Background: an optimization exercise with open tools, aiming at small area. Do not read the settings as production practice. In this exercise RTL edits were held to simulation tests only and were not proved equivalent to the original.

==> job 9077: inputs <==
==> flow/design.v (excerpt) <==
module ram_sp_clr (
  input  logic        clock,
  input  logic        reset_n,
  input  logic        Write_Enable,
  input  logic [7:0]  write_address,
  input  logic [1:0]  Byte_Enable,
  input  logic [15:0] DATA_WRITE,
  input  logic        Read_Enable,
  input  logic [7:0]  read_address,
  output logic [15:0] DATA_READ,
  output logic        Read_Valid,
  input  logic        Clear_Start,
  output logic        Busy
);
==> module ram_sp_clr, before the edit <==
module ram_sp_clr (
  input  logic        clock,
  input  logic        reset_n,
  input  logic        Write_Enable,
  input  logic [7:0]  write_address,
  input  logic [1:0]  Byte_Enable,
  input  logic [15:0] DATA_WRITE,
  input  logic        Read_Enable,
  input  logic [7:0]  read_address,
  output logic [15:0] DATA_READ,
  output logic        Read_Valid,
  input  logic        Clear_Start,
  output logic        Busy
);
  logic [7:0] cnt;
  always_ff @(posedge clock or negedge reset_n) begin
    if (!reset_n) begin
      Busy <= 1'b1;
      cnt  <= '0;
    end else if (Busy) begin
      cnt <= cnt + 1'b1;
      if (cnt == 8'hff) Busy <= 1'b0;
    end else if (Clear_Start) begin
      Busy <= 1'b1;
    end
  end
  logic [1:0] phase;
  always_ff @(posedge clock or negedge reset_n) begin
    if (!reset_n) phase <= '0;
    else          phase <= phase + 1'b1;
  end
  logic ph, pn;
  assign ph = phase[0];
  assign pn = phase[1];
  logic wr_go, rd_go;
  assign wr_go = Write_Enable & ~Busy;
  assign rd_go = Read_Enable & ~Busy;
  logic c_now;
  assign c_now = wr_go & (write_address[0] ^ ph);
  logic        s1_v;
  logic [6:0]  s1_k;
  logic [1:0]  s1_be;
  logic [15:0] s1_d;
  always_ff @(posedge clock) begin
    s1_v  <= wr_go & ~(write_address[0] ^ ph);
    s1_k  <= write_address[7:1];
    s1_be <= Byte_Enable;
    s1_d  <= DATA_WRITE;
  end
  logic [1:0] c_l, s_l;
  logic       same_ring;
  assign same_ring = (write_address[7:1] == s1_k);
  assign c_l = {2{c_now}} & Byte_Enable;
  assign s_l = {2{s1_v & ~Busy}} & s1_be & ~({2{same_ring}} & c_l);
  logic [15:0] dc, ds;
  assign dc = (DATA_WRITE & {16{~Busy}}) ^ {16{pn}};
  assign ds = s1_d ^ {16{pn}};
  logic [15:0] slot0 [128];
  logic [15:0] slot1 [128];
  for (genvar k = 0; k < 128; k++) begin : g_ring
    logic [1:0] sc, ss, sp;
    logic [15:0] sc16, ss16, sp16;
    assign sc = {2{Busy}} | (c_l & {2{write_address[7:1] == k}});
    assign ss = s_l & {2{s1_k == k}};
    assign sp = ~(sc | ss);
    assign sc16 = {{8{sc[1]}}, {8{sc[0]}}};
    assign ss16 = {{8{ss[1]}}, {8{ss[0]}}};
    assign sp16 = {{8{sp[1]}}, {8{sp[0]}}};
    always_ff @(posedge clock) begin
      slot0[k] <= ~((sc16 & dc) | (ss16 & ds) | (sp16 & slot1[k]));
      slot1[k] <= slot0[k];
    end
  end
  logic [7:0]   ridx;
  logic [255:0] rsel;
  logic [15:0]  rd_mem, rd_word;
  logic         rpol;
  assign ridx = {read_address[7:1], read_address[0] ^ ph};
  assign rpol = pn ^ (read_address[0] & ph);
  always_comb begin
    rsel = '0;
    rsel[ridx] = 1'b1;
    rd_mem = '0;
    for (int i = 0; i < 128; i++) begin
      rd_mem = rd_mem | (slot0[i] & {16{rsel[2*i]}})
                      | (slot1[i] & {16{rsel[2*i+1]}});
    end
    rd_word = rd_mem ^ {16{rpol}};
    if (s1_v && ({s1_k, ~ph} == read_address)) begin
      if (s1_be[0]) rd_word[7:0]  = s1_d[7:0];
      if (s1_be[1]) rd_word[15:8] = s1_d[15:8];
    end
    if (wr_go && (write_address == read_address)) begin
      if (Byte_Enable[0]) rd_word[7:0]  = DATA_WRITE[7:0];
      if (Byte_Enable[1]) rd_word[15:8] = DATA_WRITE[15:8];
    end
  end
  always_ff @(posedge clock or negedge reset_n) begin
    if (!reset_n) begin
      Read_Valid <= 1'b0;
      DATA_READ  <= '0;
    end else begin
      Read_Valid <= rd_go;
      if (rd_go) DATA_READ <= rd_word;
    end
  end
endmodule
clock: 6.5 ns
lec_check: 0
cap_margin: 20
core_margin: 2
core_utilization: 45
slew_margin: 20
run.sh (not shown) runs the stock make flow with config.mk's settings and CLKGATE_MAP_FILE= SYNTH_SCRIPT=/design/flow/synth_recipe.tcl, a recipe that flattens the netlist after the stock synthesis.
==> inputs of job 6377, as changes to job 9077 <==
--- a/flow/design.v
+++ b/flow/design.v
@@ -1,3 +1,31 @@
+module ram_sp_clr_wmux (
+  input  logic [1:0]  scn, ssn, sp,
+  input  logic [15:0] dcn, dsn, q,
+  output logic [15:0] y
+);
+  for (genvar b = 0; b < 16; b++) begin : g_b
+    assign y[b] = ~(~((scn[b/8] | dcn[b]) & (ssn[b/8] | dsn[b]))
+                    | (sp[b/8] & q[b]));
+  end
+endmodule
+module ram_sp_clr_rsel8 (
+  input  logic [7:0] s, d,
+  output logic       y
+);
+  assign y = |(s & d);
+endmodule
+module ram_sp_clr_nand3 (
+  input  logic a, b, c,
+  output logic y
+);
+  assign y = ~(a & b & c);
+endmodule
+module ram_sp_clr_and3 (
+  input  logic a, b, c,
+  output logic y
+);
+  assign y = a & b & c;
+endmodule
 module ram_sp_clr (
   input  logic        clock,
   input  logic        reset_n,
@@ -52,39 +80,87 @@
   assign same_ring = (write_address[7:1] == s1_k);
   assign c_l = {2{c_now}} & Byte_Enable;
   assign s_l = {2{s1_v & ~Busy}} & s1_be & ~({2{same_ring}} & c_l);
-  logic [15:0] dc, ds;
-  assign dc = (DATA_WRITE & {16{~Busy}}) ^ {16{pn}};
-  assign ds = s1_d ^ {16{pn}};
+  logic [15:0] wc_h, ws_h;
+  logic [7:0]  wc_m, ws_m;
+  logic [1:0]  wc_l;
+  always_comb begin
+    wc_h = '0;
+    wc_h[write_address[7:4]] = 1'b1;
+    wc_h = wc_h | {16{Busy}};
+    wc_m = '0;
+    wc_m[write_address[3:1]] = 1'b1;
+    wc_m = wc_m | {8{Busy}};
+    wc_l = c_l | {2{Busy}};
+    ws_h = '0;
+    ws_h[s1_k[6:3]] = 1'b1;
+    ws_m = '0;
+    ws_m[s1_k[2:0]] = 1'b1;
+  end
+  logic [15:0] dcn, dsn;
+  assign dcn = ~((DATA_WRITE & {16{~Busy}}) ^ {16{pn}});
+  assign dsn = ~(s1_d ^ {16{pn}});
   logic [15:0] slot0 [128];
   logic [15:0] slot1 [128];
   for (genvar k = 0; k < 128; k++) begin : g_ring
-    logic [1:0] sc, ss, sp;
-    logic [15:0] sc16, ss16, sp16;
-    assign sc = {2{Busy}} | (c_l & {2{write_address[7:1] == k}});
-    assign ss = s_l & {2{s1_k == k}};
-    assign sp = ~(sc | ss);
-    assign sc16 = {{8{sc[1]}}, {8{sc[0]}}};
-    assign ss16 = {{8{ss[1]}}, {8{ss[0]}}};
-    assign sp16 = {{8{sp[1]}}, {8{sp[0]}}};
+    logic [1:0]  scn, ssn, sp;
+    logic [15:0] nxt;
+    for (genvar l = 0; l < 2; l++) begin : g_l
+      ram_sp_clr_nand3 u_sc (
+        .a(wc_h[k >> 3]), .b(wc_m[k & 7]), .c(wc_l[l]), .y(scn[l])
+      );
+      ram_sp_clr_nand3 u_ss (
+        .a(ws_h[k >> 3]), .b(ws_m[k & 7]), .c(s_l[l]), .y(ssn[l])
+      );
+    end
+    assign sp = scn & ssn;
+    ram_sp_clr_wmux u_wm (
+      .scn(scn), .ssn(ssn), .sp(sp), .dcn(dcn), .dsn(dsn), .q(slot1[k]),
+      .y(nxt)
+    );
     always_ff @(posedge clock) begin
-      slot0[k] <= ~((sc16 & dc) | (ss16 & ds) | (sp16 & slot1[k]));
+      slot0[k] <= nxt;
       slot1[k] <= slot0[k];
     end
   end
-  logic [7:0]   ridx;
-  logic [255:0] rsel;
-  logic [15:0]  rd_mem, rd_word;
-  logic         rpol;
-  assign ridx = {read_address[7:1], read_address[0] ^ ph};
+  logic [15:0]  pre_h;
+  logic [7:0]   pre_m;
+  logic [1:0]   pre_s;
+  logic [255:0] lsel;
+  logic [15:0]  loc [256];
+  always_comb begin
+    pre_h = '0;
+    pre_h[read_address[7:4]] = 1'b1;
+    pre_m = '0;
+    pre_m[read_address[3:1]] = 1'b1;
+    pre_s[0] = ~(read_address[0] ^ ph);
+    pre_s[1] = read_address[0] ^ ph;
+    for (int k = 0; k < 128; k++) begin
+      loc[2*k]   = slot0[k];
+      loc[2*k+1] = slot1[k];
+    end
+  end
+  for (genvar l = 0; l < 256; l++) begin : g_lsel
+    ram_sp_clr_and3 u_ls (
+      .a(pre_h[l >> 4]), .b(pre_m[(l >> 1) & 7]), .c(pre_s[l & 1]),
+      .y(lsel[l])
+    );
+  end
+  logic [15:0] rd_mem;
+  for (genvar b = 0; b < 16; b++) begin : g_rbit
+    logic [31:0] u;    
+    for (genvar j = 0; j < 32; j++) begin : g_u
+      logic [7:0] dj;
+      for (genvar i = 0; i < 8; i++) begin : g_i
+        assign dj[i] = loc[8*j+i][b];
+      end
+      ram_sp_clr_rsel8 u_rs (.s(lsel[8*j +: 8]), .d(dj), .y(u[j]));
+    end
+    assign rd_mem[b] = |u;
+  end
+  logic [15:0] rd_word;
+  logic        rpol;
   assign rpol = pn ^ (read_address[0] & ph);
   always_comb begin
-    rsel = '0;
-    rsel[ridx] = 1'b1;
-    rd_mem = '0;
-    for (int i = 0; i < 128; i++) begin
-      rd_mem = rd_mem | (slot0[i] & {16{rsel[2*i]}})
-                      | (slot1[i] & {16{rsel[2*i+1]}});
-    end
     rd_word = rd_mem ^ {16{rpol}};
     if (s1_v && ({s1_k, ~ph} == read_address)) begin
       if (s1_be[0]) rd_word[7:0]  = s1_d[7:0];
==> flow/flow/run.sh (new file) <==
#!/bin/bash
# Standard layout, except that clock tree synthesis inserts no dummy loads.
# The whole ORFS run (synthesis through final DEF) is logged to orfs_flow.log;
# each step's own log stays under orfs/logs/.
set -euo pipefail
bash standard.sh \
  "CTS_ARGS=-sink_clustering_enable -repair_clock_nets -dont_use_dummy_load -buf_list sky130_fd_sc_hd__clkbuf_8 -sink_clustering_size 16 -sink_clustering_max_diameter 60" \
  finish > orfs_flow.log 2>&1
==> flow/standard.sh (new file) <==
#!/bin/bash
# synth_recipe.tcl (not shown) runs the flow's synth.tcl, then flattens the netlist and writes it again
# the make line also repeats each setting of config.mk as NAME=value (left out here)
make -C /OpenROAD-flow-scripts/flow DESIGN_CONFIG=/design/flow/config.mk WORK_HOME=/design/flow/orfs CLKGATE_MAP_FILE= SYNTH_SCRIPT=/design/flow/synth_recipe.tcl "${@:-finish}"
--- a/flow/config.mk
+++ b/flow/config.mk
@@ -8,4 +8,9 @@
 export CAP_MARGIN = 20
 export CORE_MARGIN = 2
 export CORE_UTILIZATION = 45
+export CTS_BUF_LIST = sky130_fd_sc_hd__clkbuf_8
+export CTS_CLUSTER_DIAMETER = 60
+export CTS_CLUSTER_SIZE = 16
+export PLACE_DENSITY = 0.58
 export SLEW_MARGIN = 20
+export SYNTH_HIERARCHICAL = 1
removed: flow/run.sh
==> inputs of job 1921, as changes to job 9077 <==
--- a/flow/design.v
+++ b/flow/design.v
@@ -1,3 +1,25 @@
+module ram_sp_clr_wmux (
+  input  logic [1:0]  scn, ssn, sp,
+  input  logic [15:0] dcn, dsn, q,
+  output logic [15:0] y
+);
+  for (genvar b = 0; b < 16; b++) begin : g_b
+    assign y[b] = ~(~((scn[b/8] | dcn[b]) & (ssn[b/8] | dsn[b]))
+                    | (sp[b/8] & q[b]));
+  end
+endmodule
+module ram_sp_clr_rsel8 (
+  input  logic [7:0] s, d,
+  output logic       y
+);
+  assign y = |(s & d);
+endmodule
+module ram_sp_clr_and3 (
+  input  logic a, b, c,
+  output logic y
+);
+  assign y = a & b & c;
+endmodule
 module ram_sp_clr (
   input  logic        clock,
   input  logic        reset_n,
@@ -52,39 +74,65 @@
   assign same_ring = (write_address[7:1] == s1_k);
   assign c_l = {2{c_now}} & Byte_Enable;
   assign s_l = {2{s1_v & ~Busy}} & s1_be & ~({2{same_ring}} & c_l);
-  logic [15:0] dc, ds;
-  assign dc = (DATA_WRITE & {16{~Busy}}) ^ {16{pn}};
-  assign ds = s1_d ^ {16{pn}};
+  logic [15:0] dcn, dsn;
+  assign dcn = ~((DATA_WRITE & {16{~Busy}}) ^ {16{pn}});
+  assign dsn = ~(s1_d ^ {16{pn}});
   logic [15:0] slot0 [128];
   logic [15:0] slot1 [128];
   for (genvar k = 0; k < 128; k++) begin : g_ring
-    logic [1:0] sc, ss, sp;
-    logic [15:0] sc16, ss16, sp16;
+    logic [1:0]  sc, ss, sp;
+    logic [15:0] nxt;
     assign sc = {2{Busy}} | (c_l & {2{write_address[7:1] == k}});
     assign ss = s_l & {2{s1_k == k}};
     assign sp = ~(sc | ss);
-    assign sc16 = {{8{sc[1]}}, {8{sc[0]}}};
-    assign ss16 = {{8{ss[1]}}, {8{ss[0]}}};
-    assign sp16 = {{8{sp[1]}}, {8{sp[0]}}};
+    ram_sp_clr_wmux u_wm (
+      .scn(~sc), .ssn(~ss), .sp(sp), .dcn(dcn), .dsn(dsn), .q(slot1[k]),
+      .y(nxt)
+    );
     always_ff @(posedge clock) begin
-      slot0[k] <= ~((sc16 & dc) | (ss16 & ds) | (sp16 & slot1[k]));
+      slot0[k] <= nxt;
       slot1[k] <= slot0[k];
     end
   end
-  logic [7:0]   ridx;
-  logic [255:0] rsel;
-  logic [15:0]  rd_mem, rd_word;
-  logic         rpol;
-  assign ridx = {read_address[7:1], read_address[0] ^ ph};
+  logic [15:0]  pre_h;
+  logic [7:0]   pre_m;
+  logic [1:0]   pre_s;
+  logic [255:0] lsel;
+  logic [15:0]  loc [256];
+  always_comb begin
+    pre_h = '0;
+    pre_h[read_address[7:4]] = 1'b1;
+    pre_m = '0;
+    pre_m[read_address[3:1]] = 1'b1;
+    pre_s[0] = ~(read_address[0] ^ ph);
+    pre_s[1] = read_address[0] ^ ph;
+    for (int k = 0; k < 128; k++) begin
+      loc[2*k]   = slot0[k];
+      loc[2*k+1] = slot1[k];
+    end
+  end
+  for (genvar l = 0; l < 256; l++) begin : g_lsel
+    ram_sp_clr_and3 u_ls (
+      .a(pre_h[l >> 4]), .b(pre_m[(l >> 1) & 7]), .c(pre_s[l & 1]),
+      .y(lsel[l])
+    );
+  end
+  logic [15:0] rd_mem;
+  for (genvar b = 0; b < 16; b++) begin : g_rbit
+    logic [31:0] u;    
+    for (genvar j = 0; j < 32; j++) begin : g_u
+      logic [7:0] dj;
+      for (genvar i = 0; i < 8; i++) begin : g_i
+        assign dj[i] = loc[8*j+i][b];
+      end
+      ram_sp_clr_rsel8 u_rs (.s(lsel[8*j +: 8]), .d(dj), .y(u[j]));
+    end
+    assign rd_mem[b] = |u;
+  end
+  logic [15:0] rd_word;
+  logic        rpol;
   assign rpol = pn ^ (read_address[0] & ph);
   always_comb begin
-    rsel = '0;
-    rsel[ridx] = 1'b1;
-    rd_mem = '0;
-    for (int i = 0; i < 128; i++) begin
-      rd_mem = rd_mem | (slot0[i] & {16{rsel[2*i]}})
-                      | (slot1[i] & {16{rsel[2*i+1]}});
-    end
     rd_word = rd_mem ^ {16{rpol}};
     if (s1_v && ({s1_k, ~ph} == read_address)) begin
       if (s1_be[0]) rd_word[7:0]  = s1_d[7:0];
==> flow/flow/run.sh (new file) <==
#!/bin/bash
# Standard layout, except that clock tree synthesis inserts no dummy loads.
# The whole ORFS run (synthesis through final DEF) is logged to orfs_flow.log;
# each step's own log stays under orfs/logs/.
set -euo pipefail
bash standard.sh \
  "CTS_ARGS=-sink_clustering_enable -repair_clock_nets -dont_use_dummy_load -buf_list sky130_fd_sc_hd__clkbuf_8 -sink_clustering_size 16 -sink_clustering_max_diameter 60" \
  finish > orfs_flow.log 2>&1
==> flow/standard.sh (new file) <==
#!/bin/bash
# synth_recipe.tcl (not shown) runs the flow's synth.tcl, then flattens the netlist and writes it again
# the make line also repeats each setting of config.mk as NAME=value (left out here)
make -C /OpenROAD-flow-scripts/flow DESIGN_CONFIG=/design/flow/config.mk WORK_HOME=/design/flow/orfs CLKGATE_MAP_FILE= SYNTH_SCRIPT=/design/flow/synth_recipe.tcl "${@:-finish}"
--- a/flow/config.mk
+++ b/flow/config.mk
@@ -7,5 +7,10 @@
 export LEC_CHECK = 0
 export CAP_MARGIN = 20
 export CORE_MARGIN = 2
-export CORE_UTILIZATION = 45
+export CORE_UTILIZATION = 40
+export CTS_BUF_LIST = sky130_fd_sc_hd__clkbuf_8
+export CTS_CLUSTER_DIAMETER = 60
+export CTS_CLUSTER_SIZE = 16
+export PLACE_DENSITY = 0.5
 export SLEW_MARGIN = 20
+export SYNTH_HIERARCHICAL = 1
removed: flow/run.sh
==> results.cfg <==
[synthesis]
yosysTopAreaCellShare_pct = 58.7
synthDistinctLibCells = 49
synthCells = 13500
synth_xor_xnor_area_share_pct = 0.510
post_synth_fa_ha_maj_area_fraction_pct = 0.0801
mean_area_per_synthesized_cell_um2 = 10.4

[grt]
grtUsageMet1_pct = 45.7
grt.overflow.total = 0
grt_pass1_wl_um = 933000
via_count_of_the_first_global_routing_pass = 124000
grt_util_all_layers_pct = 36.1
grt_use_met2_pct = 53.2
pin_count_of_the_biggest_net_entering_global_routing = 111

[cts]
numCtsBuffers = 361
root_buffer = sky130_fd_sc_hd__clkbuf_8

[status]
run_status = no timing/DRC/antenna violations

[floorplan]
chipHeight_um = 597

[placement]
gp_congestion = 0.965
That was job 1921.
==> results.cfg <==
[synthesis]
synth_xor_xnor_area_share_pct = 0.519
post_synth_fa_ha_maj_area_fraction_pct = 0.215
yosysTopAreaCellShare_pct = 59.0
synthCells = 13300
synthDistinctLibCells = 52

[route]
routed_wire_length_per_instance_um = 35.0
met2RoutedLength_um = 257000

[grt]
grt_use_met2_pct = 54.4
grt.overflow.total = 0
pin_count_of_the_biggest_net_entering_global_routing = 109
grt_util_all_layers_pct = 37.3
grtUsageMet1_pct = 47.6

[placement]
gp_congestion = 0.977
dp_cells = 17300

[cts]
root_buffer = sky130_fd_sc_hd__clkbuf_8
numCtsBuffers = 330

[status]
run_status = no timing/DRC/antenna violations
That was job 6377.
==> results.cfg <==
[status]
run_status = aborted with a tool error
haltStage = global routing
error = [ERROR GRT-0116] Global routing finished with congestion. Check the congestion regions in the DRC Viewer.

[cts]
numCtsBuffers = 418
root_buffer = sky130_fd_sc_hd__clkbuf_16

[synthesis]
synthCells = 14700
yosysTopAreaCellShare_pct = 56.9
synthDistinctLibCells = 96
mean_area_per_synthesized_cell_um2 = 9.87
post_synth_fa_ha_maj_area_fraction_pct = 0.0518

[grt]
grt_use_met2_pct = 98.7
grtUsageMet1_pct = 90.9
pin_count_of_the_biggest_net_entering_global_routing = 105
grt_pass1_wl_um = 2070000
That was job 9077.

## what the ideal ports hide
How much do the figures lean on ideal ports? The routed layouts below were timed once more, with nothing changed but the port constraints. Step 1 sets driving cells, clkbuf_16 on the clock port and buf_2 on the other inputs (assumed; they add their load-dependent delay and slew). Step 2, shift: input delay + t, output delay - t, t = (earliest + latest rising clock arrival at the registers) / 2. This alone moves slack from input paths to output paths. Three values: no drivers, after step 1, after step 2; two values: the first two.
run	t (ns)	slack for setup (ns)	worst slew at a driven data input, ns	pins driven straight from the clock port
job 6377	1.215	0.454 / 0.537 / -0.678	0.19	1
job 1921	1.220	0.822 / 0.836 / -0.384	0.10	1
With both steps, setup timing fails in job 6377 and job 1921, where it was met with ideal ports. For job 1921, which loses most, drivers alone change the setup slack by +0.014 ns; drivers and shift together by -1.206 ns.
